From an optimization exercise on the open Yosys and OpenROAD flow, aimed at small area, a short achievable clock period and few clock cycles per item; shortcuts taken in it are not production practice. RTL that was checked went through simulation tests only; none was proved equivalent to the original. Function not checked in runs 4 to 7: the RTL went through the layout flow alone.

--- design/flow/design.v ---
`timescale 1ns/1ps
package tpuPkg;
    localparam int WrReqWidth  = 14;
    localparam int ResultWidth = 71;
endpackage
`timescale 1ns/1ps
module mulCsa (
    input  logic [7:0]  w,
    input  logic [3:0]  one,
    input  logic [3:0]  two,
    input  logic [2:0]  neg,
    output logic [15:0] s,
    output logic [15:0] c
);
    logic s1;
    logic c2;
    assign s1 = (((one[0] & w[4]) | (two[0] & w[3])) ^ neg[0]) ^ (((one[1] & w[2]) | (two[1] & w[1])) ^ neg[1]);
    assign c2 = (((one[0] & w[4]) | (two[0] & w[3])) ^ neg[0]) & (((one[1] & w[2]) | (two[1] & w[1])) ^ neg[1]);
    logic s3;
    logic c4;
    assign s3 = (((one[0] & w[5]) | (two[0] & w[4])) ^ neg[0]) ^ (((one[1] & w[3]) | (two[1] & w[2])) ^ neg[1]);
    assign c4 = (((one[0] & w[5]) | (two[0] & w[4])) ^ neg[0]) & (((one[1] & w[3]) | (two[1] & w[2])) ^ neg[1]);
    logic s5;
    logic c6;
    assign s5 = (((one[0] & w[6]) | (two[0] & w[5])) ^ neg[0]) ^ (((one[1] & w[4]) | (two[1] & w[3])) ^ neg[1]) ^ (((one[2] & w[2]) | (two[2] & w[1])) ^ neg[2]);
    assign c6 = ((((one[0] & w[6]) | (two[0] & w[5])) ^ neg[0]) & (((one[1] & w[4]) | (two[1] & w[3])) ^ neg[1])) | ((((one[0] & w[6]) | (two[0] & w[5])) ^ neg[0]) & (((one[2] & w[2]) | (two[2] & w[1])) ^ neg[2])) | ((((one[1] & w[4]) | (two[1] & w[3])) ^ neg[1]) & (((one[2] & w[2]) | (two[2] & w[1])) ^ neg[2]));
    logic s7;
    logic c8;
    assign s7 = (((one[0] & w[7]) | (two[0] & w[6])) ^ neg[0]) ^ (((one[1] & w[5]) | (two[1] & w[4])) ^ neg[1]) ^ (((one[2] & w[3]) | (two[2] & w[2])) ^ neg[2]);
    assign c8 = ((((one[0] & w[7]) | (two[0] & w[6])) ^ neg[0]) & (((one[1] & w[5]) | (two[1] & w[4])) ^ neg[1])) | ((((one[0] & w[7]) | (two[0] & w[6])) ^ neg[0]) & (((one[2] & w[3]) | (two[2] & w[2])) ^ neg[2])) | ((((one[1] & w[5]) | (two[1] & w[4])) ^ neg[1]) & (((one[2] & w[3]) | (two[2] & w[2])) ^ neg[2]));
    logic s9;
    logic c10;
    assign s9 = ~(((one[0] & w[7]) | (two[0] & w[7])) ^ neg[0]) ^ (((one[1] & w[6]) | (two[1] & w[5])) ^ neg[1]) ^ (((one[2] & w[4]) | (two[2] & w[3])) ^ neg[2]);
    assign c10 = (~(((one[0] & w[7]) | (two[0] & w[7])) ^ neg[0]) & (((one[1] & w[6]) | (two[1] & w[5])) ^ neg[1])) | (~(((one[0] & w[7]) | (two[0] & w[7])) ^ neg[0]) & (((one[2] & w[4]) | (two[2] & w[3])) ^ neg[2])) | ((((one[1] & w[6]) | (two[1] & w[5])) ^ neg[1]) & (((one[2] & w[4]) | (two[2] & w[3])) ^ neg[2]));
    logic s11;
    logic c12;
    assign s11 = (((one[1] & w[7]) | (two[1] & w[6])) ^ neg[1]) ^ (((one[2] & w[5]) | (two[2] & w[4])) ^ neg[2]);
    assign c12 = (((one[1] & w[7]) | (two[1] & w[6])) ^ neg[1]) & (((one[2] & w[5]) | (two[2] & w[4])) ^ neg[2]);
    logic s13;
    logic c14;
    assign s13 = ~(((one[1] & w[7]) | (two[1] & w[7])) ^ neg[1]) ^ (((one[2] & w[6]) | (two[2] & w[5])) ^ neg[2]);
    assign c14 = ~(((one[1] & w[7]) | (two[1] & w[7])) ^ neg[1]) & (((one[2] & w[6]) | (two[2] & w[5])) ^ neg[2]);
    logic s15;
    logic c16;
    assign s15 = (((one[0] & w[2]) | (two[0] & w[1])) ^ neg[0]) ^ (((one[1] & w[0]) | (two[1] & 1'b0)) ^ neg[1]);
    assign c16 = (((one[0] & w[2]) | (two[0] & w[1])) ^ neg[0]) & (((one[1] & w[0]) | (two[1] & 1'b0)) ^ neg[1]);
    logic s17;
    logic c18;
    assign s17 = (((one[0] & w[3]) | (two[0] & w[2])) ^ neg[0]) ^ (((one[1] & w[1]) | (two[1] & w[0])) ^ neg[1]);
    assign c18 = (((one[0] & w[3]) | (two[0] & w[2])) ^ neg[0]) & (((one[1] & w[1]) | (two[1] & w[0])) ^ neg[1]);
    logic s19;
    logic c20;
    assign s19 = (((one[2] & w[0]) | (two[2] & 1'b0)) ^ neg[2]) ^ neg[2] ^ s1;
    assign c20 = ((((one[2] & w[0]) | (two[2] & 1'b0)) ^ neg[2]) & neg[2]) | ((((one[2] & w[0]) | (two[2] & 1'b0)) ^ neg[2]) & s1) | (neg[2] & s1);
    logic s21;
    logic c22;
    assign s21 = (((one[2] & w[1]) | (two[2] & w[0])) ^ neg[2]) ^ s3 ^ c2;
    assign c22 = ((((one[2] & w[1]) | (two[2] & w[0])) ^ neg[2]) & s3) | ((((one[2] & w[1]) | (two[2] & w[0])) ^ neg[2]) & c2) | (s3 & c2);
    logic s23;
    logic c24;
    assign s23 = ((one[3] & w[0]) | (two[3] & 1'b0)) ^ s5 ^ c4;
    assign c24 = (((one[3] & w[0]) | (two[3] & 1'b0)) & s5) | (((one[3] & w[0]) | (two[3] & 1'b0)) & c4) | (s5 & c4);
    logic s25;
    logic c26;
    assign s25 = ((one[3] & w[1]) | (two[3] & w[0])) ^ s7 ^ c6;
    assign c26 = (((one[3] & w[1]) | (two[3] & w[0])) & s7) | (((one[3] & w[1]) | (two[3] & w[0])) & c6) | (s7 & c6);
    logic s27;
    logic c28;
    assign s27 = ((one[3] & w[2]) | (two[3] & w[1])) ^ s9 ^ c8;
    assign c28 = (((one[3] & w[2]) | (two[3] & w[1])) & s9) | (((one[3] & w[2]) | (two[3] & w[1])) & c8) | (s9 & c8);
    logic s29;
    logic c30;
    assign s29 = ((one[3] & w[3]) | (two[3] & w[2])) ^ s11 ^ c10;
    assign c30 = (((one[3] & w[3]) | (two[3] & w[2])) & s11) | (((one[3] & w[3]) | (two[3] & w[2])) & c10) | (s11 & c10);
    logic s31;
    logic c32;
    assign s31 = ((one[3] & w[4]) | (two[3] & w[3])) ^ s13 ^ c12;
    assign c32 = (((one[3] & w[4]) | (two[3] & w[3])) & s13) | (((one[3] & w[4]) | (two[3] & w[3])) & c12) | (s13 & c12);
    logic s33;
    logic c34;
    assign s33 = (((one[2] & w[7]) | (two[2] & w[6])) ^ neg[2]) ^ ((one[3] & w[5]) | (two[3] & w[4])) ^ c14;
    assign c34 = ((((one[2] & w[7]) | (two[2] & w[6])) ^ neg[2]) & ((one[3] & w[5]) | (two[3] & w[4]))) | ((((one[2] & w[7]) | (two[2] & w[6])) ^ neg[2]) & c14) | (((one[3] & w[5]) | (two[3] & w[4])) & c14);
    logic s35;
    logic c36;
    assign s35 = ~(((one[2] & w[7]) | (two[2] & w[7])) ^ neg[2]) ^ ((one[3] & w[6]) | (two[3] & w[5]));
    assign c36 = ~(((one[2] & w[7]) | (two[2] & w[7])) ^ neg[2]) & ((one[3] & w[6]) | (two[3] & w[5]));
    assign s[0] = (((one[0] & w[0]) | (two[0] & 1'b0)) ^ neg[0]);
    assign c[0] = neg[0];
    assign s[1] = (((one[0] & w[1]) | (two[0] & w[0])) ^ neg[0]);
    assign c[1] = 1'b0;
    assign s[2] = neg[1];
    assign c[2] = s15;
    assign s[3] = s17;
    assign c[3] = c16;
    assign s[4] = s19;
    assign c[4] = c18;
    assign s[5] = s21;
    assign c[5] = c20;
    assign s[6] = s23;
    assign c[6] = c22;
    assign s[7] = s25;
    assign c[7] = c24;
    assign s[8] = s27;
    assign c[8] = c26;
    assign s[9] = s29;
    assign c[9] = c28;
    assign s[10] = s31;
    assign c[10] = c30;
    assign s[11] = s33;
    assign c[11] = c32;
    assign s[12] = s35;
    assign c[12] = c34;
    assign s[13] = ((one[3] & w[7]) | (two[3] & w[6]));
    assign c[13] = c36;
    assign s[14] = ~((one[3] & w[7]) | (two[3] & w[7]));
    assign c[14] = 1'b0;
    assign s[15] = 1'b0;
    assign c[15] = 1'b0;
endmodule
`timescale 1ns/1ps
module matrixTpu (
    input  logic         clk,
    input  logic         rst,
    input  logic [13:0]  wrReq,     
    input  logic         start,
    output logic         busy,
    output logic [70:0]  result,    
    output logic         done
);
    logic       wrEn, wrSel;
    logic [3:0] wrAddr;
    logic [7:0] wrData;
    assign wrData = wrReq[7:0];
    assign wrAddr = wrReq[11:8];
    assign wrSel  = wrReq[12];
    assign wrEn   = wrReq[13];
    logic bsy;
    logic wAcc, aAcc, startAcc;
    assign wAcc     = wrEn && !bsy && !wrSel;
    assign aAcc     = wrEn && !bsy &&  wrSel;
    assign startAcc = start && !bsy;
    logic [7:0] wMem [0:15];
    logic [6:0] aMem [0:15];
    always_ff @(posedge clk) begin
        if (wAcc) wMem[wrAddr] <= wrData;
        if (aAcc) aMem[wrAddr] <= wrData[6:0];
    end
    logic [3:0] vld;        
    logic [3:0] pend;       
    logic       bldG;       
    logic [1:0] curR, nxtK;
    logic [1:0] ptr;        
    logic [1:0] rk;         
    logic       inj, injRep;
    logic [1:0] injRow, injK;
    assign injRep = bsy && !vld[ptr] && !pend[ptr];
    assign inj    = aAcc || injRep;
    assign injRow = bsy ? ptr : wrAddr[3:2];
    assign injK   = bsy ? rk  : wrAddr[1:0];
    logic        r0v;
    logic [1:0]  r0r, r0k;
    logic [3:0]  r0one, r0two;    
    logic [2:0]  r0neg;
    logic [31:0] r0w;
    logic        p1v;
    logic [1:0]  p1r, p1k;
    logic        p1fresh;    
    logic [63:0] p1s, p1c;
    logic        cmpl;      
    assign cmpl = p1v && p1k == 2'd3 && pend[p1r];
    localparam logic [1:0] InWork = 2'd3;
    logic [1:0] hold [0:3];
    logic [1:0] wRow;       
    logic       wHeld;      
    logic [2:0] used;
    logic       copy;       
    logic [1:0] freeS;
    assign wHeld = vld[wRow] && hold[wRow] == InWork;
    always_comb begin
        for (int t = 0; t < 3; t++) begin
            used[t] = 1'b0;
            for (int r = 0; r < 4; r++) begin
                if (vld[r] && hold[r] == t) used[t] = 1'b1;
            end
        end
    end
    assign freeS = !used[0] ? 2'd0 : !used[1] ? 2'd1 : 2'd2;
    assign copy  = wHeld && !(&used);
    always_ff @(posedge clk) begin
        if (copy) hold[wRow] <= freeS;
        if (cmpl) begin
            hold[p1r] <= InWork;
            wRow      <= p1r;
        end
    end
    always_ff @(posedge clk or posedge rst) begin
        if (rst) begin
            vld  <= '0;
            pend <= '0;
            bldG <= 1'b0;
            curR <= '0;
            nxtK <= '0;
            r0v  <= 1'b0;
            p1v  <= 1'b0;
            rk   <= '0;
        end else begin
            r0v <= inj;
            p1v <= r0v;
            if (injRep) rk <= rk + 2'd1;
            if (p1v && wHeld && !copy) begin
                vld[wRow] <= 1'b0;
            end
            if (cmpl) begin
                pend[p1r] <= 1'b0;
                vld[p1r]  <= 1'b1;
            end
            if (inj) begin
                vld[injRow]  <= 1'b0;
                pend[injRow] <= 1'b0;
                if (injK == 2'd0) begin
                    bldG <= 1'b1;
                    curR <= injRow;
                    nxtK <= 2'd1;
                end else if (bldG && injRow == curR && injK == nxtK) begin
                    if (injK == 2'd3) begin
                        bldG         <= 1'b0;
                        pend[injRow] <= 1'b1;
                    end else begin
                        nxtK <= injK + 2'd1;
                    end
                end else begin
                    bldG <= 1'b0;
                end
            end
            if (wAcc) begin
                vld  <= '0;
                pend <= '0;
                bldG <= 1'b0;
            end
        end
    end
    logic [6:0] injA;
    logic [7:0] ax;
    logic [3:0] dOne, dTwo;
    logic [2:0] dNeg;
    assign injA = bsy ? aMem[{ptr, rk}] : wrData[6:0];
    assign ax   = {1'b0, injA};
    always_comb begin
        for (int i = 0; i < 4; i++) begin
            logic b2, b1, b0;
            b2 = ax[2*i+1];
            b1 = ax[2*i];
            b0 = (i == 0) ? 1'b0 : ax[2*i-1];
            dOne[i] = b1 ^ b0;
            dTwo[i] = (b2 & !b1 & !b0) | (!b2 & b1 & b0);
            if (i < 3) dNeg[i] = b2;
        end
    end
    always_ff @(posedge clk) begin
        r0r <= injRow;
        r0k <= injK;
        r0one <= dOne;
        r0two <= dTwo;
        r0neg <= dNeg;
        for (int c = 0; c < 4; c++) begin
            r0w[c*8 +: 8] <= wMem[injK*4 + c];
        end
        p1r <= r0r;
        p1k <= r0k;
        p1fresh <= (r0k == 2'd0);
    end
    for (genvar c = 0; c < 4; c++) begin : gMul
        logic [15:0] s, cy;
        mulCsa mul_inst (
            .w   (r0w[c*8 +: 8]),
            .one (r0one),
            .two (r0two),
            .neg (r0neg),
            .s   (s),
            .c   (cy)
        );
        always_ff @(posedge clk) begin
            p1s[c*16 +: 16] <= s;
            p1c[c*16 +: 16] <= cy;
        end
    end
    localparam logic [16:0] FreshBase = 17'd44032;
    logic [67:0] ws;                
    logic [15:0] wc;                
    logic [67:0] wsNew;
    logic [15:0] wcNew;
    for (genvar c = 0; c < 4; c++) begin : gAcc
        logic [16:0] bs, ps, pc, x, y;
        logic [4:1]  bc;
        assign bs = p1fresh ? FreshBase : ws[c*17 +: 17];
        assign bc = p1fresh ? 4'd0      : wc[c*4 +: 4];
        assign ps = {1'b0, p1s[c*16 +: 16]};
        assign pc = {1'b0, p1c[c*16 +: 16]};
        assign x = bs ^ ps ^ pc;
        assign y = {(bs[15:0] & ps[15:0]) | (bs[15:0] & pc[15:0]) | (ps[15:0] & pc[15:0]), 1'b0};
        assign {wcNew[c*4 + 0], wsNew[c*17 +  0 +: 4]} = {1'b0, x[3:0]}   + {1'b0, y[3:0]};
        assign {wcNew[c*4 + 1], wsNew[c*17 +  4 +: 4]} = {1'b0, x[7:4]}   + {1'b0, y[7:4]}   + {4'd0, bc[1]};
        assign {wcNew[c*4 + 2], wsNew[c*17 +  8 +: 4]} = {1'b0, x[11:8]}  + {1'b0, y[11:8]}  + {4'd0, bc[2]};
        assign {wcNew[c*4 + 3], wsNew[c*17 + 12 +: 4]} = {1'b0, x[15:12]} + {1'b0, y[15:12]} + {4'd0, bc[3]};
        assign wsNew[c*17 + 16] = x[16] ^ y[16] ^ bc[4];
    end
    always_ff @(posedge clk) begin
        if (p1v) begin
            ws <= wsNew;
            wc <= wcNew;
        end
    end
    logic [63:0] fin;
    logic [63:0] slot [0:2];
    for (genvar c = 0; c < 4; c++) begin : gFin
        logic [16:0] sum;
        assign sum = ws[c*17 +: 17] + {wc[c*4 + 3], 3'd0, wc[c*4 + 2], 3'd0,
                                       wc[c*4 + 1], 3'd0, wc[c*4 + 0], 4'd0};
        assign fin[c*16 +: 16] = sum[16] ? 16'd0 : sum[15:0];    
    end
    always_ff @(posedge clk) begin
        if (copy) slot[freeS] <= fin;
    end
    logic        outValid, doneR;
    logic [1:0]  outRow;
    logic [63:0] outData;
    logic        emit, rowOk;
    logic [1:0]  src;
    assign rowOk = vld[ptr];
    assign src   = hold[ptr];
    assign emit = bsy ? rowOk
                      : (startAcc && rowOk && !wAcc && !(aAcc && wrAddr[3:2] == 2'd0));
    always_ff @(posedge clk or posedge rst) begin
        if (rst) begin
            bsy      <= 1'b0;
            ptr      <= '0;
            outValid <= 1'b0;
            outRow   <= '0;
            doneR    <= 1'b0;
        end else begin
            outValid <= emit;
            doneR    <= emit && ptr == 2'd3;
            if (emit) begin
                outRow <= ptr;
                ptr    <= ptr + 2'd1;
            end
            if (startAcc) bsy <= 1'b1;
            if (emit && ptr == 2'd3) bsy <= 1'b0;
        end
    end
    always_ff @(posedge clk) begin
        outData <= (src == InWork) ? fin : slot[src];
    end
    assign busy   = bsy;
    assign done   = doneR;
    assign result = {outValid, outRow,
                     1'b0, outData[63:48], 1'b0, outData[47:32],
                     1'b0, outData[31:16], 1'b0, outData[15:0]};
endmodule
--- design/flow/run.sh ---
#!/bin/bash
# synth_recipe.tcl (not shown) runs the flow's synth.tcl, then flattens the netlist and writes it again
# the make line also repeats each setting of config.mk as NAME=value (left out here)
make -C /OpenROAD-flow-scripts/flow DESIGN_CONFIG=/design/flow/config.mk WORK_HOME=/design/flow/orfs CLKGATE_MAP_FILE= SYNTH_SCRIPT=/design/flow/synth_recipe.tcl finish
--- design/flow/config.mk ---
export PLATFORM = sky130hd
export DESIGN_NAME = matrixTpu
export DESIGN_NICKNAME = matrixTpu
export VERILOG_FILES = /design/flow/design.v
export SDC_FILE = /design/flow/constraint.sdc
export NUM_CORES = 4
export LEC_CHECK = 0
export ABC_CLOCK_PERIOD_IN_PS = 2000
export CAP_MARGIN = 20
export CORE_MARGIN = 2
export CORE_UTILIZATION = 40
export CTS_CLUSTER_DIAMETER = 100
export CTS_CLUSTER_SIZE = 30
export SETUP_SLACK_MARGIN = 3.6
export SLEW_MARGIN = 20
--- design/flow/constraint.sdc ---
create_clock -name core_clock -period 5.5 [get_ports {clk}]
set_input_delay 1.1000 -clock core_clock [delete_from_list [all_inputs] [get_ports {clk}]]
set_output_delay 1.1000 -clock core_clock [all_outputs]
set_load 0.01 [all_outputs]
==> results of run 1 <==
-- cell usage after synthesis (28+ instances only) --
cell      count  share of area
xor2_1       67          0.017
a22oi_1      86          0.019
clkbuf_1     97          0.010
nand2b_1     44         0.0079
fa_1        120          0.069
mux4_2       52          0.034
and3_1       40         0.0072
inv_1       179          0.019
xnor2_1     121          0.030
a22o_1       28         0.0071
o21ai_0      45         0.0065
nor2b_1      97          0.017
nor2_1       87         0.0094
a221o_1      32         0.0092
dfxtp_1     232           0.13
ha_1        105          0.038
a31oi_1      35         0.0063
a21oi_1      56         0.0081
edfxtp_1    518           0.45
nand2_1     243          0.026
-- sequential cells by signal, indices dropped and copies added, names as in the netlist, 3 cells and up, named ones only --
signal and cells:
r0neg 3, r0one 4, hold 8, ws 68, gAcc.pc 49, gAcc.ps 57, r0two 4, wc 16
r0w 32, wMem 128, pend 4, outData 64, slot 192, aMem 112, vld 4
-- routing by layer --
metal  track usage  part of all wire  wire length, um  vias up
met3        0.0216             0.044             3820      129
li1              -                 -                -     9878
met5             0           0.00014               12        -
met1         0.247              0.42            36800    11090
met4        0.0543             0.027             2350        2
met2         0.337              0.51            44600      561
-- cells by family (layout without fill, tap and decap cells) --
| logic type | after synthesis | in the layout | synth area share |
|---|---|---|---|
| mux | 99 | 100 | 0.0518 |
| compound gates | 359 | 360 | 0.0732 |
| simple gates | 592 | 592 | 0.0822 |
| buf+inv | 327 | 737 | 0.0381 |
| xor+xnor | 192 | 192 | 0.0492 |
| fa+ha+maj | 225 | 225 | 0.107 |
| other cells | 1 | 4 | 0.000108 |
| flops | 774 | 774 | 0.598 |
-- worst max path at each step --
stage / cells past startpoint / to / start / slack [ns]
2_1_floorplan: 4 / slot[1][0] / wRow[0] / 2.97
3_3_place_gp: 8 / nxtK[1] / wrReq[8] / 1.40
3_5_place_dp: 8 / nxtK[1] / wrReq[8] / 1.34
5_1_grt: 9 / outData[25] / wc[5] / 2.83
4_1_cts: 11 / outData[6] / ws[4] / 2.97
6_report: 9 / outData[24] / wc[5] / 2.92
-- timing repair --
action / CTS / global route
resized for setup: 754 / 242
endpoints found under the setup margin: 993 / 874
buffers inserted: 237 / 90
gates cloned: 32 / 16
endpoints found under the hold margin: 0 / 0
pin swaps: 133 / 156
-- critical path: stages (launching register included) --
cell	delay [ns]
edfxtp_1	0.46
ha_4	0.30
a41o_1	0.20
a31o_2	0.18
nand4_1	0.20
xnor2_4	0.30
buf_12	0.15
buf_16	0.13
nor2_4	0.04
mux4_2	0.50
-- layout make-up --
cell class / instances / area [um2]
fillers: 7085 / 41000
flip-flops and latches: 774 / 20900
multi-input cells: 1473 / 15200
repair buffers: 495 / 6070
well taps: 1155 / 1450
clock buffers: 47 / 921
inverters: 179 / 704
clock inverters: 14 / 153
repair inverters: 2 / 15.0
==> flow_summary.ini, run 1 <==
[run_status]
status = finished clean

[detailed_routing]
avgViaCountPerCell = 5.23
drtIter0Drc = 1353
vias = 21660
wl_per_cell_um = 21.2
ant_nets = 0
drc_errors = 0
routed_wl_um = 87600
firstDrtPassIters = 5

[placed_design]
detailedPlacementHpwl_um = 47700
placedCellCount = 3703
place_ws_ns = 1.34
globalplace.congestion = 0.774
port_buffers = 85
place_area_um2 = 38300

[grt]
grt_pass1_wl_um = 132000
grt_overflow = 0
grt_max_degree = 66
antenna_found_initial = 2
grt_pass1_vias = 22293
grt_usage = 0.191

[clocking]
insertion_delay_ns = 0.61
cts_tree = done
cts_sinks = 774
h-tree-depth = 2
cts_made_buffers = 34
clkSlewWorstSetupHoldPaths_ns = 0.12
cts_max_path_buffers = 3
root_buffer = clkbuf_16
holdBufCountCts = 0

[synth]
synthCells = 2569
postSynthRegisterBits = 774
async_flop_share = 0.0310
synth_ff_type = edfxtp_1
yosysSeqAreaShare = 0.598
synth_warnings = 1
synthesis.area_um2 = 34800
synth_edf_count = 518
synthDistinctLibCells = 64
avgSynthCellArea_um2 = 13.5

[finish]
final_cell_mix = 518 x edfxtp_1, 230 x nand2_1, 171 x buf_6
drive_gt1_frac = 0.381
fin_cells = 4139
area_growth_syn_to_layout_pct = 30.8
design_area_um2 = 45500
num_antenna_cells = 0
final_common_cell = edfxtp_1
final_util = 0.526
nets = 3201

[worst_hold_path]
hp-class = flip-flop to flip-flop
holdPathEnd = p1r[1]
hp-start = r0r[1]
whs_path_depth = 0

[floorplan]
dieArea_um2 = 89300
die-height_um = 299
num_io_pins = 90
die_w_um = 299
initial_utilization = 0.402
core_area_um2 = 86500
rows = 108

[sta]
setup_viol = 0
setup_tns_ns = 0
rsz0062_at_grt = yes
period_share = 0.470
setup_slack_ns = 2.92
slew_violations = 0
slew_headroom = 0.412
tightestPinTransition_ns = 0.882
fin_crit_ns = 2.58
hold_ws_ns = 0.343
hold_viol = 0
skew_ns = 0.0547
fmax_mhz = 387

[setup_path]
cp.required_ns = 5.97
path_class = flip-flop to flip-flop
worst_setup_path_start_kind = flip-flop
r2r_cells = 9
worstReg2RegEnd = outData[24]
reg2reg_slack_ns = 2.92
cp.arrival_ns = 3.06
endpoint_kind = flip-flop
timing.rr.start = wc[5]
worstPathMaxFanout = 5

[job]
max_cap_violations = 0
Testbench counts, summed over its fixed seeds: cycles 2,944, jobs 128.
==> inputs of run 2 (changes only) <==
==> design/flow/config.mk (replaced) <==
export PLATFORM = sky130hd
export DESIGN_NAME = matrixTpu
export DESIGN_NICKNAME = matrixTpu
export VERILOG_FILES = /design/flow/design.v
export SDC_FILE = /design/flow/constraint.sdc
export NUM_CORES = 4
export LEC_CHECK = 0
export ABC_CLOCK_PERIOD_IN_PS = 1800
export CAP_MARGIN = 20
export CORE_MARGIN = 2
export CORE_UTILIZATION = 40
export CTS_CLUSTER_DIAMETER = 100
export CTS_CLUSTER_SIZE = 30
export SETUP_SLACK_MARGIN = 3.2
export SLEW_MARGIN = 20
==> flow_summary.ini, run 2 <==
[synth]
postSynthRegisterBits = 774
avgSynthCellArea_um2 = 13.5
synthDistinctLibCells = 64
synthesis.area_um2 = 34800
netlist_top_cells_area = edfxtp_1 45%, dfxtp_1 13%, fa_1 6.9%, ha_1 3.8%, mux4_2 3.4%
yosysSeqAreaShare = 0.598
synth_ff_type = edfxtp_1
synthCells = 2569
synth_warnings = 1
synth_top_cell_by_area = edfxtp_1
async_flop_share = 0.0310
synthAdderAreaFrac = 0.107
synth_edf_count = 518
muxShareOfSynthArea = 0.0518
synth_xor_area_frac = 0.0492
yosysMostFrequentCell = edfxtp_1
synth_top_family_by_area = adder cells
synth_compound_area_frac = 0.0732
synth-simple-area-share = 0.0822
yosysTopAreaCellShare = 0.448
ys_top_cells_by_count = 518 x edfxtp_1, 243 x nand2_1, 232 x dfxtp_1

[sta]
slew_violations = 0
fin_crit_ns = 2.49
setup_slack_ns = 3.01
slew_headroom = 0.418
setup_viol = 0
rsz0062_at_grt = yes
hold_viol = 0
setup_tns_ns = 0
skew_ns = 0.0376
tightestPinTransition_ns = 0.874
fmax_mhz = 402
period_share = 0.453

[worst_hold_path]
whs_path_depth = 0
holdPathEnd = p1r[0]
hp-class = flip-flop to flip-flop
hp-start = r0r[0]

[clocking]
cts_tree = done
cts_max_path_buffers = 3
h-tree-depth = 2
cts_made_buffers = 34
root_buffer = clkbuf_16
holdBufCountCts = 0
clkSlewWorstSetupHoldPaths_ns = 0.12
insertion_delay_ns = 0.61
cts_sinks = 774

[setup_path]
r2r_cells = 7
cpPeakStageDelay_ns = 0.57
path_class = flip-flop to flip-flop
crit_chain = buf_12, buf_16, buf_12, mux4_2, mux4_2, mux2_4, ha_4
cp.required_ns = 6.05
cp.arrival_ns = 3.04
endpoint_kind = flip-flop
setup.worst_path.start = rk[0]
crit_buf_inv = 3
worstReg2RegEnd = r0one[3]
cp_top_family = multiplexers
timing.rr.start = rk[0]
reg2reg_slack_ns = 3.01
slowest_stage = dfrtp_4
worstPathMaxFanout = 7
worst_setup_path_start_kind = flip-flop

[placed_design]
port_buffers = 85
detailedPlacementHpwl_um = 47100
place_ws_ns = 1.60
place_area_um2 = 37000
globalplace.congestion = 0.803
placedCellCount = 3700

[floorplan]
rows = 108
core_area_um2 = 86500
dieArea_um2 = 89300
die_w_um = 299
num_io_pins = 90
initial_utilization = 0.402
die-height_um = 299

[detailed_routing]
drtIter0Drc = 1470
vias = 20518
ant_nets = 0
wl_per_cell_um = 19.7
avgViaCountPerCell = 5.16
firstDrtPassIters = 5
routed_wl_um = 78200
drc_errors = 0

[grt]
grt_usage = 0.171
grt_max_degree = 66
grt_pass1_vias = 21213
antenna_found_initial = 2
grt_overflow = 0
grt_pass1_wl_um = 121000

[finish]
drive_gt1_frac = 0.265
max_flop_register = slot
largest_reg_flops = 192
final_common_cell = edfxtp_1
final_cell_mix = 518 x edfxtp_1, 240 x nand2_1, 214 x dfxtp_1
seqCellArea_um2 = 20900
multiInputGateArea_um2 = 14300
design_area_um2 = 41800
fin_cells = 3978
nets = 3037
area_growth_syn_to_layout_pct = 20.2
fillers = 7472
largestRegisters = slot (192), wMem (128), aMem (112)

[job]
max_cap_violations = 0

[run_status]
status = finished clean
## run 2: worst max-delay path by stage
stage,end,cells past startpoint
floorplan,slot[1][0],4
global placement,nxtK[1],8
detailed placement,nxtK[1],8
CTS,ws[39],8
global route,outData[20],8
finish,r0one[3],7
## run 2: cells by family (layout without fill, tap and decap cells)
| logic type | Yosys count | after routing |
|---|---|---|
| XOR/XNOR | 192 | 192 |
| AO/OA/AOI/OAI | 359 | 360 |
| AND/OR/NAND/NOR | 592 | 594 |
| other | 1 | 6 |
| flip-flops | 774 | 774 |
| adder cells (fa/ha/maj) | 225 | 225 |
| buffers and inverters | 327 | 573 |
| multiplexers | 99 | 99 |
## run 2: area by class of cell
class / instances / share of cell area
tap: 1155 / 0.0346
inverter: 179 / 0.0166
sequential: 774 / 0.499
timing repair inverter: 3 / 0.000569
timing repair buffer: 329 / 0.0795
clock inverter: 12 / 0.00410
clock buffer: 50 / 0.0223
multi-input combinational: 1474 / 0.343
antenna: 2 / 0.000120
## run 2: metrics by stage
stage	hold WS, ns	util
global placement	0.316	0.428
CTS	0.342	0.469
floorplan	0.310	-
detailed placement	0.314	0.428
finish	0.340	0.483
global route	0.353	0.483
## run 2: what timing repair did
item / in CTS / in global routing
setup endpoints to repair: 887 / 488
cloned: 13 / 4
buffers inserted: 127 / 69
pin swaps: 100 / 110
resized for setup: 495 / 194
## run 2: metal layers
| layer | global-route usage | vias to the layer above | wire length [um] |
|---|---|---|---|
| li1 | - | 9510 | - |
| met2 | 0.301 | 492 | 39300 |
| met5 | 0 | - | 12 |
| met3 | 0.0233 | 116 | 3620 |
| met4 | 0.0482 | 2 | 1980 |
| met1 | 0.222 | 10398 | 33300 |
==> inputs of run 3 (changes only) <==
==> design/flow/config.mk (replaced) <==
export PLATFORM = sky130hd
export DESIGN_NAME = matrixTpu
export DESIGN_NICKNAME = matrixTpu
export VERILOG_FILES = /design/flow/design.v
export SDC_FILE = /design/flow/constraint.sdc
export NUM_CORES = 4
export LEC_CHECK = 0
export ABC_CLOCK_PERIOD_IN_PS = 2200
export CAP_MARGIN = 5
export CORE_MARGIN = 2
export CORE_UTILIZATION = 40
export CTS_CLUSTER_DIAMETER = 100
export CTS_CLUSTER_SIZE = 30
export SETUP_SLACK_MARGIN = 3.2
export SLEW_MARGIN = 5
==> flow_summary.ini, run 3 <==
[synth]
synth_edf_count = 518
netlist_top_cells_area = edfxtp_1 45%, dfxtp_1 13%, fa_1 6.9%, ha_1 3.8%, mux4_2 3.4%
synth_ff_type = edfxtp_1
avgSynthCellArea_um2 = 13.5
yosysSeqAreaShare = 0.598
synth_warnings = 1
synthCells = 2569
yosysMostFrequentCell = edfxtp_1
synthesis.area_um2 = 34800
synthDistinctLibCells = 64
postSynthRegisterBits = 774
yosysTopAreaCellShare = 0.448
async_flop_share = 0.0310
ys_top_cells_by_count = 518 x edfxtp_1, 243 x nand2_1, 232 x dfxtp_1
synth_top_cell_by_area = edfxtp_1

[floorplan]
num_io_pins = 90
initial_utilization = 0.402
core_area_um2 = 86500
rows = 108
die_w_um = 299
die-height_um = 299
dieArea_um2 = 89300

[sta]
rsz0062_at_grt = yes
fmax_mhz = 402
slew_headroom = 0.374
tightestPinTransition_ns = 0.938
fin_crit_ns = 2.49
period_share = 0.453
setup_tns_ns = 0
hold_viol = 0
skew_ns = 0.0355
setup_viol = 0
setup_slack_ns = 3.01
slew_violations = 0

[placed_design]
globalplace.congestion = 0.803
detailedPlacementHpwl_um = 47100
place_ws_ns = 1.60
port_buffers = 85

[detailed_routing]
vias = 20594
routed_wl_um = 78200
wl_per_cell_um = 19.7
drc_errors = 0
drtIter0Drc = 1419
ant_nets = 0
avgViaCountPerCell = 5.18
firstDrtPassIters = 5

[setup_path]
path_class = flip-flop to flip-flop
worst_setup_path_start_kind = flip-flop
cp.arrival_ns = 2.84
cp.required_ns = 5.85
timing.rr.start = p1fresh
setup.worst_path.start = p1fresh
reg2reg_slack_ns = 3.01
endpoint_kind = flip-flop
worstPathMaxFanout = 6

[clocking]
cts_max_path_buffers = 3
holdBufCountCts = 0
root_buffer = clkbuf_16
cts_sinks = 774
cts_made_buffers = 34
clkSlewWorstSetupHoldPaths_ns = 0.11
cts_tree = done
insertion_delay_ns = 0.61
h-tree-depth = 2

[finish]
final_cell_mix = 518 x edfxtp_1, 240 x nand2_1, 214 x dfxtp_1
nets = 3036
largestRegisters = slot (192), wMem (128), aMem (112)
final_common_cell = edfxtp_1
area_growth_syn_to_layout_pct = 20.1
largest_reg_flops = 192
max_flop_register = slot
drive_gt1_frac = 0.265

[grt]
grt_pass1_vias = 21213
antenna_found_initial = 2
grt_max_degree = 66
grt_usage = 0.171
grt_pass1_wl_um = 121000
grt_overflow = 0

[worst_hold_path]
hp-start = r0r[0]
hp-class = flip-flop to flip-flop

[run_status]
status = finished clean

[job]
max_cap_violations = 0
run 3: layer usage:
metal | vias up | routed length, um | global-route usage | part of all wire
met5 | - | 12 | 0 | 0.00015
met4 | 2 | 1820 | 0.0482 | 0.023
met3 | 109 | 3430 | 0.0233 | 0.044
met2 | 498 | 39600 | 0.301 | 0.51
met1 | 10479 | 33300 | 0.222 | 0.43
li1 | 9506 | - | - | -
run 3: final cells by class:
| cell class | count | area [um2] |
|---|---|---|
| fill | 7474 | 44700 |
| clock inverter | 12 | 171 |
| timing repair inverter | 3 | 23.8 |
| tap | 1155 | 1450 |
| sequential | 774 | 20900 |
| timing repair buffer | 328 | 3310 |
| antenna | 1 | 2.50 |
| multi-input combinational | 1474 | 14300 |
| clock buffer | 50 | 932 |
| inverter | 179 | 694 |
run 3: repair_timing:
action,in CTS,in global routing
setup buffers,127,69
pin swaps,100,110
setup endpoints to repair,887,488
resized for setup,495,194
cloned,13,4
run 3: final timing paths:
kind                            to  cells past startpoint
min in group asynchronous  pend[0]                      2
min reg2reg                 p1r[0]                      0
max reg2reg                 ws[39]                      9
min                         p1r[0]                      0
max                         ws[39]                      9
max in group asynchronous      p1v                      2
run 3: metrics by stage:
stage / utilization / hold slack [ns] / instances / cell area [um2]
after global routing: 0.483 / 0.353 / 3976 / 41800
after global placement: 0.428 / 0.316 / 3700 / 37000
final: 0.483 / 0.341 / 3976 / 41800
after floorplan: - / 0.310 / 2572 / 35300
after CTS: 0.469 / 0.342 / 3902 / 40600
after detailed placement: 0.428 / 0.314 / 3700 / 37000
run 3: worst max-delay path: stages, from the launching register on:
cell	delay [ns]
dfxtp_4	0.40
buf_6	0.13
buf_12	0.15
buf_12	0.12
nor2b_4	0.03
fa_1	0.47
inv_1	0.05
fa_2	0.34
fa_2	0.53
inv_1	0.04
run 3: cell families after synthesis:
logic type / share of synthesized area
xor gates and xnor gates: 0.0492
and+or+nand+nor: 0.0822
buffers and inverters: 0.0381
DFF: 0.598
AOI/OAI and AO/OA: 0.0732
adders and majority gates: 0.107
muxes: 0.0518
other: 0.000108
==> inputs of run 4 (changes only) <==
--- a/design/flow/design.v
+++ b/design/flow/design.v
@@ -153,7 +153,9 @@
     logic [1:0] rk;         
     logic       inj, injRep;
     logic [1:0] injRow, injK;
-    assign injRep = bsy && !vld[ptr] && !pend[ptr];
+    logic       repOk;
+    logic [6:0] repA;
+    assign injRep = bsy && repOk && !vld[ptr] && !pend[ptr];
     assign inj    = aAcc || injRep;
     assign injRow = bsy ? ptr : wrAddr[3:2];
     assign injK   = bsy ? rk  : wrAddr[1:0];
@@ -188,9 +190,15 @@
     assign copy  = wHeld && !(&used);
     always_ff @(posedge clk) begin
         if (copy) hold[wRow] <= freeS;
-        if (cmpl) begin
-            hold[p1r] <= InWork;
-            wRow      <= p1r;
+        if (cmpl) hold[p1r] <= InWork;
+    end
+    always_ff @(posedge clk or posedge rst) begin
+        if (rst) begin
+            wRow  <= '0;
+            repOk <= 1'b0;
+        end else begin
+            if (cmpl) wRow <= p1r;
+            repOk <= bsy;
         end
     end
     always_ff @(posedge clk or posedge rst) begin
@@ -243,7 +251,13 @@
     logic [7:0] ax;
     logic [3:0] dOne, dTwo;
     logic [2:0] dNeg;
-    assign injA = bsy ? aMem[{ptr, rk}] : wrData[6:0];
+    logic [1:0] ptrB, rkN;
+    assign ptrB = (bsy && vld[ptr]) ? ptr + 2'd1 : ptr;    
+    assign rkN  = injRep ? rk + 2'd1 : rk;
+    always_ff @(posedge clk) begin
+        repA <= aMem[{ptrB, rkN}];
+    end
+    assign injA = bsy ? repA : wrData[6:0];
     assign ax   = {1'b0, injA};
     always_comb begin
         for (int i = 0; i < 4; i++) begin
--- a/design/flow/config.mk
+++ b/design/flow/config.mk
@@ -6,10 +6,10 @@
 export NUM_CORES = 4
 export LEC_CHECK = 0
 export ABC_CLOCK_PERIOD_IN_PS = 2200
-export CAP_MARGIN = 5
+export CAP_MARGIN = 20
 export CORE_MARGIN = 2
 export CORE_UTILIZATION = 40
 export CTS_CLUSTER_DIAMETER = 100
 export CTS_CLUSTER_SIZE = 30
 export SETUP_SLACK_MARGIN = 3.2
-export SLEW_MARGIN = 5
+export SLEW_MARGIN = 20
==> flow_summary.ini, run 4 <==
[grt]
antenna_found_initial = 3
grt_usage = 0.184
grt_pass1_vias = 23099
grt_max_degree = 66
grt_overflow = 0
grt_pass1_wl_um = 133000

[sta]
slew_violations = 0
hold_viol = 0
setup_slack_ns = 2.94
tightestPinTransition_ns = 0.959
slew_headroom = 0.361
period_share = 0.465
setup_tns_ns = 0
setup_viol = 0
fin_crit_ns = 2.56
rsz0062_at_grt = yes
fmax_mhz = 391
hold_ws_ns = 0.337
skew_ns = 0.0276

[clocking]
insertion_delay_ns = 0.66
clkSlewWorstSetupHoldPaths_ns = 0.11
cts_made_buffers = 31
root_buffer = clkbuf_16
cts_tree = done
cts_sinks = 780
cts_max_path_buffers = 3
h-tree-depth = 1

[synth]
synth_warnings = 1
async_flop_share = 0.0346
yosysTopAreaCellShare = 0.432
synth_top_cell_by_area = edfxtp_1
netlist_top_cells_area = edfxtp_1 43%, dfxtp_1 13%, fa_1 6.7%, ha_1 3.7%, xnor2_1 3.1%
yosysSeqAreaShare = 0.584
postSynthRegisterBits = 780
synth_edf_count = 516
yosysMostFrequentCell = edfxtp_1
synth_ff_type = edfxtp_1
ys_top_cells_by_count = 516 x edfxtp_1, 291 x nand2_1, 237 x dfxtp_1
avgSynthCellArea_um2 = 13.0
synthDistinctLibCells = 65
synthCells = 2758
synthesis.area_um2 = 35800

[setup_path]
worst_setup_path_start_kind = flip-flop
crit_chain = buf_12, buf_12, nor2b_4, fa_1, inv_1, fa_2, fa_2, inv_2
worstPathMaxFanout = 7
path_class = flip-flop to flip-flop
endpoint_kind = flip-flop
cp.required_ns = 5.94
cpPeakStageDelay_ns = 0.57
crit_buf_inv = 4
slowest_stage = fa_2
cp.arrival_ns = 3.00
cp_top_family = adder cells

[finish]
largestRegisters = slot (192), wMem (128), aMem (112)
final_common_cell = edfxtp_1
fillers = 7616
final_cell_mix = 516 x edfxtp_1, 276 x nand2_1, 213 x dfxtp_1
seqCellArea_um2 = 21000
nets = 3208
multiInputGateArea_um2 = 15400
largest_reg_flops = 192
drive_gt1_frac = 0.262
max_flop_register = slot
area_growth_syn_to_layout_pct = 19.8

[placed_design]
port_buffers = 85
detailedPlacementHpwl_um = 51600
globalplace.congestion = 0.830
place_ws_ns = 1.74

[detailed_routing]
drtIter0Drc = 1682
firstDrtPassIters = 5
ant_nets = 0
routed_wl_um = 89500
vias = 22594
avgViaCountPerCell = 5.44
drc_errors = 0
wl_per_cell_um = 21.5

[floorplan]
core_area_um2 = 88600
num_io_pins = 90
die-height_um = 303
die_w_um = 303
rows = 109
initial_utilization = 0.404
dieArea_um2 = 92000

[job]
max_cap_violations = 0

[worst_hold_path]
hp-class = flip-flop to flip-flop

[run_status]
status = finished clean
==> run 4: worst reg2reg max path, cell delays in order, from the launching register on <==
cell	delay, ns
dfxtp_4	0.54
buf_12	0.18
buf_12	0.12
nor2b_4	0.04
fa_1	0.47
inv_1	0.05
fa_2	0.37
fa_2	0.57
inv_2	0.03
==> run 4: path summary, 6_finish.rpt <==
| path | startpoint | endpoint | slack, ns | depth (start not counted) |
|---|---|---|---|---|
| max in group asynchronous | rst | ptr[0] | 4.39 | 3 |
| min | r0r[0] | p1r[0] | 0.34 | 0 |
| max | p1fresh | ws[43] | 2.94 | 8 |
| min in group asynchronous | rst | ptr[1] | 0.80 | 3 |
| min reg2reg | r0r[0] | p1r[0] | 0.34 | 0 |
| max reg2reg | p1fresh | ws[43] | 2.94 | 8 |
==> run 4: what timing repair did <==
action | 4_1_cts | 5_1_grt
setup buffers | 119 | 68
hold buffers | 0 | 0
pin swaps | 64 | 100
gates cloned | 16 | 14
gates resized for setup | 538 | 207
endpoints found under the setup margin | 832 | 530
==> run 4: layer usage <==
layer  global-route usage  wire [um]  part of all wire  vias up
met1                0.240      37300              0.42    11532
met5                    0         27           0.00030        -
met2                0.320      45100              0.50      681
met4               0.0561       2720             0.030        4
li1                     -          -                 -    10211
met3               0.0216       4320             0.048      166
==> run 4: kinds of logic after synthesis <==
kind of cell / count (synthesis) / synth area share
flops: 780 / 0.584
simple gates: 676 / 0.0900
compound gates: 443 / 0.0853
buf+inv: 345 / 0.0394
fa+ha+maj: 225 / 0.104
xor+xnor: 196 / 0.0485
mux: 92 / 0.0495
other cells: 1 / 0.000105
==> run 4: through the flow <==
stage,std cells,util,instance area (um2)
2_1_floorplan,2761,-,36400
3_3_place_gp,3881,0.430,38200
3_5_place_dp,3881,0.430,38200
4_1_cts,4074,0.464,41100
5_1_grt,4157,0.484,42900
6_report,4157,0.484,42900
==> run 4: final cells by class <==
class / instances / share of cell area
Antenna cell: 1 / 0.0000583
Clock buffer: 48 / 0.0198
Clock inverter: 10 / 0.00283
Inverter: 176 / 0.0157
Multi-Input combinational cell: 1645 / 0.360
Sequential cell: 780 / 0.489
Tap cell: 1165 / 0.0340
Timing Repair Buffer: 332 / 0.0793
==> inputs of run 5 (changes only) <==
--- a/design/flow/config.mk
+++ b/design/flow/config.mk
@@ -11,5 +11,5 @@
 export CORE_UTILIZATION = 40
 export CTS_CLUSTER_DIAMETER = 100
 export CTS_CLUSTER_SIZE = 30
-export SETUP_SLACK_MARGIN = 3.2
+export SETUP_SLACK_MARGIN = 3.4
 export SLEW_MARGIN = 20
==> flow_summary.ini, run 5 <==
[run_status]
status = finished clean

[finish]
largestRegisters = slot (192), wMem (128), aMem (112)
design_area_um2 = 46000
final_cell_mix = 516 x edfxtp_1, 260 x nand2_1, 179 x dfxtp_1
max_flop_register = slot
final_common_cell = edfxtp_1
nets = 3293
largest_reg_flops = 192
area_growth_syn_to_layout_pct = 28.2
fillers = 7273
multiInputGateArea_um2 = 16500
drive_gt1_frac = 0.338
seqCellArea_um2 = 21000
final_util = 0.518

[sta]
hold_ws_ns = 0.328
setup_slack_ns = 2.94
fmax_mhz = 390
hold_viol = 0
rsz0062_at_grt = yes
setup_tns_ns = 0
setup_viol = 0
tightestPinTransition_ns = 0.933
slew_headroom = 0.376
period_share = 0.466
fin_crit_ns = 2.56
slew_violations = 0
skew_ns = 0.0452

[grt]
antenna_found_initial = 1
grt_usage = 0.198
grt_max_degree = 68
grt_pass1_vias = 23753
grt_pass1_wl_um = 141000
grt_overflow = 0

[setup_path]
worstPathMaxFanout = 8
endpoint_kind = flip-flop
path_class = flip-flop to flip-flop
cp.required_ns = 6.00
worst_setup_path_start_kind = flip-flop
crit_chain = mux4_2, buf_12, buf_6, and2_4, buf_4, mux4_1, a22oi_1, o211ai_1
timing.rr.start = ptr[1]
cp.arrival_ns = 3.06
cpPeakStageDelay_ns = 0.65
setup.worst_path.start = ptr[1]
slowest_stage = mux4_2

[clocking]
root_buffer = clkbuf_16
holdBufCountCts = 0
cts_max_path_buffers = 3
cts_sinks = 780
cts_tree = done
clkSlewWorstSetupHoldPaths_ns = 0.12
h-tree-depth = 2
cts_made_buffers = 34
insertion_delay_ns = 0.63

[detailed_routing]
vias = 23080
firstDrtPassIters = 7
wl_per_cell_um = 22.2
routed_wl_um = 94100
avgViaCountPerCell = 5.44
drc_errors = 0
ant_nets = 0
drtIter0Drc = 2127

[floorplan]
core_area_um2 = 88600
die-height_um = 303
rows = 109
die_w_um = 303
num_io_pins = 90
dieArea_um2 = 92000
initial_utilization = 0.404

[synth]
yosysTopAreaCellShare = 0.432
synth_top_cell_by_area = edfxtp_1
synthDistinctLibCells = 65
yosysSeqAreaShare = 0.584
synthCells = 2758
synthesis.area_um2 = 35800
synth_edf_count = 516
synth_ff_type = edfxtp_1
netlist_top_cells_area = edfxtp_1 43%, dfxtp_1 13%, fa_1 6.7%, ha_1 3.7%, xnor2_1 3.1%
avgSynthCellArea_um2 = 13.0
synth_warnings = 1
postSynthRegisterBits = 780
async_flop_share = 0.0346
yosysMostFrequentCell = edfxtp_1
ys_top_cells_by_count = 516 x edfxtp_1, 291 x nand2_1, 237 x dfxtp_1

[placed_design]
place_area_um2 = 38600
place_ws_ns = 1.84
port_buffers = 85
detailedPlacementHpwl_um = 50900
globalplace.congestion = 0.840

[worst_hold_path]
hp-start = r0r[0]
hp-class = flip-flop to flip-flop

[job]
max_cap_violations = 0
==> run 5: layer usage <==
metal  routed length (um)  global-route usage  part of all wire
met1                37900               0.256              0.40
met2                47500               0.350              0.50
met3                 5190              0.0228             0.055
met4                 3500              0.0607             0.037
met5                    0                   0                 0
==> run 5: final cells by class <==
class                   instances  share of cell area
inverters                     176              0.0151
clock inverters                11             0.00340
diodes                          1           0.0000544
clock buffers                  51              0.0208
multi-input cells            1648               0.359
well taps                    1165              0.0317
flip-flops and latches        780               0.458
repair inverters                1            0.000163
repair buffers                410               0.112
==> run 5: metrics by stage <==
step | cells
2_1_floorplan | 2761
3_3_place_gp | 3875
3_5_place_dp | 3875
4_1_cts | 4154
5_1_grt | 4243
6_report | 4243
==> run 5: worst paths after layout <==
path | endpoint | slack [ns] | cells past startpoint
max | repA[2] | 2.94 | 8
min | p1r[0] | 0.33 | 0
max reg2reg | repA[2] | 2.94 | 8
min reg2reg | p1r[0] | 0.33 | 0
max in group asynchronous | p1v | 4.19 | 2
min in group asynchronous | doneR | 0.84 | 2
==> run 5: cell families after synthesis <==
logic type	after synthesis	share of synthesized area
xor+xnor	196	0.0485
compound gates	443	0.0853
simple gates	676	0.0900
buf+inv	345	0.0394
fa+ha+maj	225	0.104
other cells	1	0.000105
flops	780	0.584
mux	92	0.0495
==> run 5: worst max-delay path, delay by kind of cell (launching register included) <==
kind / cells / cell delay [ns]
and+or+nand+nor: 1 / 0.22
buffers and inverters: 3 / 0.46
DFF: 1 / 0.49
AOI/OAI and AO/OA: 2 / 0.33
muxes: 2 / 0.91
==> run 5: what timing repair did <==
item,CTS,global route
pin swaps,113,143
setup buffers,177,73
cloned,40,15
setup endpoints to repair,950,697
gates resized for setup,753,283
==> inputs of run 6 (changes only) <==
--- a/design/flow/design.v
+++ b/design/flow/design.v
@@ -153,9 +153,7 @@
     logic [1:0] rk;         
     logic       inj, injRep;
     logic [1:0] injRow, injK;
-    logic       repOk;
-    logic [6:0] repA;
-    assign injRep = bsy && repOk && !vld[ptr] && !pend[ptr];
+    assign injRep = bsy && !vld[ptr] && !pend[ptr] && !(c2v && c2r == ptr);
     assign inj    = aAcc || injRep;
     assign injRow = bsy ? ptr : wrAddr[3:2];
     assign injK   = bsy ? rk  : wrAddr[1:0];
@@ -169,38 +167,9 @@
     logic        p1fresh;    
     logic [63:0] p1s, p1c;
     logic        cmpl;      
+    logic        c2v;       
+    logic [1:0]  c2r;
     assign cmpl = p1v && p1k == 2'd3 && pend[p1r];
-    localparam logic [1:0] InWork = 2'd3;
-    logic [1:0] hold [0:3];
-    logic [1:0] wRow;       
-    logic       wHeld;      
-    logic [2:0] used;
-    logic       copy;       
-    logic [1:0] freeS;
-    assign wHeld = vld[wRow] && hold[wRow] == InWork;
-    always_comb begin
-        for (int t = 0; t < 3; t++) begin
-            used[t] = 1'b0;
-            for (int r = 0; r < 4; r++) begin
-                if (vld[r] && hold[r] == t) used[t] = 1'b1;
-            end
-        end
-    end
-    assign freeS = !used[0] ? 2'd0 : !used[1] ? 2'd1 : 2'd2;
-    assign copy  = wHeld && !(&used);
-    always_ff @(posedge clk) begin
-        if (copy) hold[wRow] <= freeS;
-        if (cmpl) hold[p1r] <= InWork;
-    end
-    always_ff @(posedge clk or posedge rst) begin
-        if (rst) begin
-            wRow  <= '0;
-            repOk <= 1'b0;
-        end else begin
-            if (cmpl) wRow <= p1r;
-            repOk <= bsy;
-        end
-    end
     always_ff @(posedge clk or posedge rst) begin
         if (rst) begin
             vld  <= '0;
@@ -215,12 +184,11 @@
             r0v <= inj;
             p1v <= r0v;
             if (injRep) rk <= rk + 2'd1;
-            if (p1v && wHeld && !copy) begin
-                vld[wRow] <= 1'b0;
-            end
             if (cmpl) begin
                 pend[p1r] <= 1'b0;
-                vld[p1r]  <= 1'b1;
+            end
+            if (c2v) begin
+                vld[c2r] <= 1'b1;
             end
             if (inj) begin
                 vld[injRow]  <= 1'b0;
@@ -251,13 +219,7 @@
     logic [7:0] ax;
     logic [3:0] dOne, dTwo;
     logic [2:0] dNeg;
-    logic [1:0] ptrB, rkN;
-    assign ptrB = (bsy && vld[ptr]) ? ptr + 2'd1 : ptr;    
-    assign rkN  = injRep ? rk + 2'd1 : rk;
-    always_ff @(posedge clk) begin
-        repA <= aMem[{ptrB, rkN}];
-    end
-    assign injA = bsy ? repA : wrData[6:0];
+    assign injA = bsy ? aMem[{ptr, rk}] : wrData[6:0];
     assign ax   = {1'b0, injA};
     always_comb begin
         for (int i = 0; i < 4; i++) begin
@@ -324,24 +286,35 @@
             wc <= wcNew;
         end
     end
-    logic [63:0] fin;
-    logic [63:0] slot [0:2];
+    logic [63:0] fin;               
+    logic [15:0] acc [0:15];        
     for (genvar c = 0; c < 4; c++) begin : gFin
         logic [16:0] sum;
         assign sum = ws[c*17 +: 17] + {wc[c*4 + 3], 3'd0, wc[c*4 + 2], 3'd0,
                                        wc[c*4 + 1], 3'd0, wc[c*4 + 0], 4'd0};
         assign fin[c*16 +: 16] = sum[16] ? 16'd0 : sum[15:0];    
     end
+    always_ff @(posedge clk or posedge rst) begin
+        if (rst) begin
+            c2v <= 1'b0;
+        end else begin
+            c2v <= cmpl && !wAcc && !(inj && injRow == p1r);
+        end
+    end
     always_ff @(posedge clk) begin
-        if (copy) slot[freeS] <= fin;
+        c2r <= p1r;
+        if (c2v) begin
+            for (int c = 0; c < 4; c++) begin
+                acc[c2r*4 + c] <= fin[c*16 +: 16];
+            end
+        end
     end
     logic        outValid, doneR;
     logic [1:0]  outRow;
     logic [63:0] outData;
-    logic        emit, rowOk;
-    logic [1:0]  src;
-    assign rowOk = vld[ptr];
-    assign src   = hold[ptr];
+    logic        emit, byp, rowOk;
+    assign byp   = c2v && c2r == ptr;
+    assign rowOk = vld[ptr] || byp;
     assign emit = bsy ? rowOk
                       : (startAcc && rowOk && !wAcc && !(aAcc && wrAddr[3:2] == 2'd0));
     always_ff @(posedge clk or posedge rst) begin
@@ -363,7 +336,9 @@
         end
     end
     always_ff @(posedge clk) begin
-        outData <= (src == InWork) ? fin : slot[src];
+        for (int c = 0; c < 4; c++) begin
+            outData[c*16 +: 16] <= byp ? fin[c*16 +: 16] : acc[ptr*4 + c];
+        end
     end
     assign busy   = bsy;
     assign done   = doneR;
==> design/flow/config.mk (replaced) <==
export PLATFORM = sky130hd
export DESIGN_NAME = matrixTpu
export DESIGN_NICKNAME = matrixTpu
export VERILOG_FILES = /design/flow/design.v
export SDC_FILE = /design/flow/constraint.sdc
export NUM_CORES = 4
export LEC_CHECK = 0
export ABC_CLOCK_PERIOD_IN_PS = 2500
export CAP_MARGIN = 20
export CORE_MARGIN = 2
export CORE_UTILIZATION = 40
export CTS_CLUSTER_DIAMETER = 100
export CTS_CLUSTER_SIZE = 30
export SETUP_SLACK_MARGIN = 2.8
export SLEW_MARGIN = 20
==> flow_summary.ini, run 6 <==
[job]
max_cap_violations = 0

[detailed_routing]
ant_nets = 0
routed-wl-met3_um = 2740
top_layer = met5
vias = 18734
drc_errors = 0
wl_met1_um = 32600
firstDrtPassIters = 5
avgViaCountPerCell = 5.12
wl_met2_um = 34500
drtIter0Drc = 1387
wl_per_cell_um = 19.4
routed_wl_um = 71100

[sta]
fmax_mhz = 373
tightestPinTransition_ns = 0.979
skew_ns = 0.0522
rsz0062_at_grt = yes
setup_slack_ns = 2.82
fin_crit_ns = 2.68
period_share = 0.487
slew_headroom = 0.346
setup_tns_ns = 0
hold_viol = 0
setup_viol = 0
slew_violations = 0

[setup_path]
cp.required_ns = 5.75
crit_buf_inv = 2
worstReg2RegEnd = wc[15]
slowest_stage = or3_1
cp.arrival_ns = 2.93
r2r_cells = 7
timing.rr.start = p1fresh
cpPeakStageDelay_ns = 0.57
cp_top_family = simple AND/OR/NAND/NOR gates
crit_cells = 5
worstPathMaxFanout = 14
path_class = input port to flip-flop
worst_setup_path_start_kind = input port
reg2reg_slack_ns = 2.89
endpoint_kind = flip-flop
crit_chain = clkdlybuf4s50_1, inv_1, nand3_2, or3_1, nor2_2

[worst_hold_path]
hp-class = flip-flop to flip-flop
hp-start = r0r[0]
whs_path_depth = 0
holdPathEnd = p1r[0]

[grt]
grt_pass1_vias = 19646
grt_usage = 0.151
antenna_found_initial = 1
grt_overflow = 0
grt_pass1_wl_um = 112000
grt_max_degree = 104

[floorplan]
dieArea_um2 = 94000
core_area_um2 = 91200
initial_utilization = 0.402
num_io_pins = 90
die-height_um = 307
die_w_um = 307
rows = 111

[finish]
max_flop_register = acc
final_common_cell = edfxtp_1
drive_gt1_frac = 0.127
num_antenna_cells = 0
nets = 2689
largestRegisters = acc (256), wMem (128), aMem (112)
area_growth_syn_to_layout_pct = 9.63
seqCellArea_um2 = 22600
multiInputGateArea_um2 = 12900
fillers = 7977
largest_reg_flops = 256
final_cell_mix = 580 x edfxtp_1, 217 x dfxtp_1, 199 x inv_1

[placed_design]
port_buffers = 85
detailedPlacementHpwl_um = 46500
place_ws_ns = 1.77
globalplace.congestion = 0.777

[synth]
synthCells = 2412
yosysSeqAreaShare = 0.615
synthDistinctLibCells = 65
postSynthRegisterBits = 829
netlist_top_cells_area = edfxtp_1 48%, dfxtp_1 12%, mux4_2 6.6%, fa_1 6.6%, ha_1 3.6%
synthesis.area_um2 = 36600
ys_top_cells_by_count = 580 x edfxtp_1, 224 x dfxtp_1, 199 x inv_1
yosysMostFrequentCell = edfxtp_1
avgSynthCellArea_um2 = 15.2
synth_warnings = 1
async_flop_share = 0.0302
synth_edf_count = 580
synth_top_cell_by_area = edfxtp_1
yosysTopAreaCellShare = 0.475
synth_ff_type = edfxtp_1

[clocking]
insertion_delay_ns = 0.60
cts_made_buffers = 35
holdBufCountCts = 0
cts_tree = done
cts_max_path_buffers = 3
root_buffer = clkbuf_16
clkSlewWorstSetupHoldPaths_ns = 0.11
cts_sinks = 829
h-tree-depth = 2

[run_status]
status = finished clean
-- run 6: how the worst max path moves through the flow --
stage | startpoint | slack, ns | end
after global routing | wrReq[12] | 2.72 | wMem[4][4]
after CTS | bsy | 2.75 | busy
final | wrReq[12] | 2.82 | wMem[8][6]
after global placement | wrReq[8] | 1.85 | nxtK[1]
after detailed placement | wrReq[12] | 1.77 | wMem[8][7]
after floorplan | wrReq[9] | 2.81 | nxtK[1]
-- run 6: final cells by class --
| type | count | area share |
|---|---|---|
| sequential | 829 | 0.562 |
| timing repair buffer | 134 | 0.0334 |
| tap | 1186 | 0.0369 |
| clock buffer | 56 | 0.0243 |
| inverter | 199 | 0.0186 |
| clock inverter | 8 | 0.00321 |
| multi-input combinational | 1248 | 0.322 |
-- run 6: kinds of logic after synthesis --
kind of cell | Yosys count | synth area share
flops | 829 | 0.615
simple gates | 370 | 0.0503
buf+inv | 338 | 0.0380
compound gates | 268 | 0.0538
fa+ha+maj | 225 | 0.101
xor+xnor | 195 | 0.0466
mux | 186 | 0.0949
other cells | 1 | 0.000102
-- run 6: per-stage QoR --
stage,utilization,instances,hold slack (ns),cell area (um2)
final,0.440,3660,0.338,40200
after global routing,0.440,3660,0.348,40200
after CTS,0.439,3656,0.342,40100
after detailed placement,0.425,3586,0.314,38800
after global placement,0.425,3586,0.310,38800
after floorplan,-,2415,0.310,36700
-- run 6: what timing repair did --
item	4_1_cts	5_1_grt
buffers inserted	5	2
setup endpoints to repair	243	124
gates resized for setup	37	18
pin swaps	0	2
cloned	1	1
endpoints found under the hold margin	0	0
-- run 6: metal layers --
layer	vias to the layer above	track usage
li1	8704	-
met1	9590	0.211
met2	364	0.255
met3	74	0.0196
met4	2	0.0327
met5	-	0
==> inputs of run 7 (changes only) <==
==> design/flow/config.mk (replaced) <==
export PLATFORM = sky130hd
export DESIGN_NAME = matrixTpu
export DESIGN_NICKNAME = matrixTpu
export VERILOG_FILES = /design/flow/design.v
export SDC_FILE = /design/flow/constraint.sdc
export NUM_CORES = 4
export LEC_CHECK = 0
export ABC_CLOCK_PERIOD_IN_PS = 2200
export CAP_MARGIN = 20
export CORE_MARGIN = 2
export CORE_UTILIZATION = 40
export CTS_CLUSTER_DIAMETER = 100
export CTS_CLUSTER_SIZE = 30
export SETUP_SLACK_MARGIN = 3.0
export SLEW_MARGIN = 20
==> flow_summary.ini, run 7 <==
[run_status]
status = finished clean

[sta]
setup_viol = 0
rsz0062_at_grt = yes
setup_slack_ns = 2.94
slew_headroom = 0.338
skew_ns = 0.0291

[finish]
design_area_um2 = 40800
final_cell_mix = 580 x edfxtp_1, 217 x dfxtp_1, 190 x inv_1
max_flop_register = acc
final_common_cell = edfxtp_1
area_growth_syn_to_layout_pct = 11.4
fin_cells = 3683
num_antenna_cells = 0
drive_gt1_frac = 0.171
nets = 2712

[grt]
met1_usage = 0.216
grt_usage = 0.156
grt_pass1_wl_um = 115000
antenna_found_initial = 3
grt_overflow = 0
grt_pass1_vias = 19934
grt_most_used_layer = met2
met2_usage = 0.261
grt_util_met3 = 0.0206
grt_max_degree = 104

[setup_path]
endpoint_kind = flip-flop
worstPathMaxFanout = 7
r2r_cells = 8
reg2reg_slack_ns = 2.97
path_class = input port to flip-flop
worst_setup_path_start_kind = input port
cp.required_ns = 5.76
timing.rr.start = p1fresh

[clocking]
cts_made_buffers = 35
root_buffer = clkbuf_16
holdBufCountCts = 0
h-tree-depth = 2
cts_max_path_buffers = 3
clkSlewWorstSetupHoldPaths_ns = 0.11

[placed_design]
placedCellCount = 3582
place_ws_ns = 1.81
place_area_um2 = 38800
port_buffers = 85
detailedPlacementHpwl_um = 46500

[detailed_routing]
drc_errors = 0
avgViaCountPerCell = 5.16
drtIter0Drc = 1329
routed_wl_um = 73300
firstDrtPassIters = 5
wl_per_cell_um = 19.9

[synth]
synthesis.area_um2 = 36600
yosysMostFrequentCell = edfxtp_1
synth_top_cell_by_area = edfxtp_1
postSynthRegisterBits = 829
ys_top_cells_by_count = 580 x edfxtp_1, 224 x dfxtp_1, 199 x inv_1
synth_warnings = 1
synth_ff_type = edfxtp_1
synth_edf_count = 580
async_flop_share = 0.0302

[job]
max_cap_violations = 0

[floorplan]
die-height_um = 307
core_area_um2 = 91200
dieArea_um2 = 94000

[worst_hold_path]
hp-class = flip-flop to flip-flop
## run 7: repair_timing
item,CTS,global route
endpoints found under the setup margin,531,259
resized for setup,167,73
pin swaps,10,17
gates cloned,4,1
setup buffers,21,11
## run 7: kinds of logic after synthesis
| family | count (synthesis) | synth area share |
|---|---|---|
| flip-flops | 829 | 0.615 |
| AND/OR/NAND/NOR | 370 | 0.0503 |
| buffers and inverters | 338 | 0.0380 |
| AO/OA/AOI/OAI | 268 | 0.0538 |
| adder cells (fa/ha/maj) | 225 | 0.101 |
| XOR/XNOR | 195 | 0.0466 |
| multiplexers | 186 | 0.0949 |
| other | 1 | 0.000102 |
## run 7: worst max path at each step
stage | startpoint | end | slack (ns) | cells after the start
after floorplan | wrReq[8] | r0w[10] | 2.92 | 4
after global placement | wrReq[12] | wMem[8][7] | 1.89 | 5
after detailed placement | wrReq[12] | wMem[0][5] | 1.81 | 5
after CTS | bsy | busy | 2.75 | 1
after global routing | p1fresh | wc[15] | 2.84 | 8
final | wrReq[13] | aMem[11][2] | 2.94 | 4
## run 7: final cells by class
type                            count  area [um2]
Clock buffer                       55         972
Clock inverter                      9         113
Fill cell                        7944       50400
Inverter                          199         749
Multi-Input combinational cell   1248       13300
Sequential cell                   829       22600
Tap cell                         1186        1480
Timing Repair Buffer              157        1610
## run 7: metrics by stage
stage / utilization / hold WS [ns]
floorplan: - / 0.310
global placement: 0.425 / 0.312
detailed placement: 0.425 / 0.312
CTS: 0.443 / 0.339
global route: 0.447 / 0.349
finish: 0.447 / 0.338
## run 7: layer usage
layer  vias to the layer above  part of all wire  wire length (um)
met1                      9761              0.46             33500
met3                        82             0.041              3000
met4                         2             0.017              1260
met5                         -           0.00014                10
li1                       8767                 -                 -
met2                       399              0.49             35600
## run 7: critical path, stage by stage
cell	delay (ns)
clkdlybuf4s50_1	0.54
and3b_1	0.34
nand3b_1	0.26
nor2_1	0.57

[static timing again, ports no longer ideal]
In the flow no input, the clock included, has a driving cell. The finished layouts below were timed again as built, in two steps.
Step 1 (the two cells are an assumption about what drives the block):
set clk [get_ports {clk}]
set_driving_cell -lib_cell sky130_fd_sc_hd__clkbuf_16 $clk
set_driving_cell -lib_cell sky130_fd_sc_hd__buf_2 [delete_from_list [all_inputs] $clk]
Step 2 adds t to the input delays and takes it off the output delays; t is the mean of the earliest and latest rising clock arrival at the registers after step 1. Input paths then give back, and output paths get back, about the clock's delay inside the block.
Three values: ideal ports, drivers, drivers and shift; two values: the first two.
run | t (ns) | setup WS [ns] | hold WS [ns] | clock arrival spread, ns | slew at the worst register clock pin (ns)
run 1 | 0.642 | 2.916 / 2.916 / 2.571 | 0.343 / 0.343 / 0.343 | 0.057 / 0.058 | 0.12 / 0.12
run 2 | 0.655 | 3.011 / 3.011 / 2.596 | 0.340 / 0.340 / 0.340 | 0.038 / 0.038 | 0.12 / 0.12
run 3 | 0.656 | 3.011 / 3.011 / 2.595 | 0.341 / 0.341 / 0.341 | 0.037 / 0.036 | 0.12 / 0.12
run 4 | 0.711 | 2.943 / 2.943 / 2.515 | 0.337 / 0.337 / 0.337 | 0.035 / 0.036 | 0.12 / 0.12
run 5 | 0.671 | 2.939 / 2.939 / 2.508 | 0.328 / 0.328 / 0.328 | 0.045 / 0.045 | 0.12 / 0.12
run 6 | 0.641 | 2.821 / 2.814 / 2.220 | 0.338 / 0.338 / 0.338 | 0.064 / 0.064 | 0.12 / 0.12
run 7 | 0.657 | 2.935 / 2.960 / 2.303 | 0.338 / 0.338 / 0.338 | 0.033 / 0.033 | 0.12 / 0.12
After both steps every run listed still meets setup and hold. For run 7, which loses most, drivers alone change the setup slack by +0.025 ns; drivers and shift together by -0.632 ns.
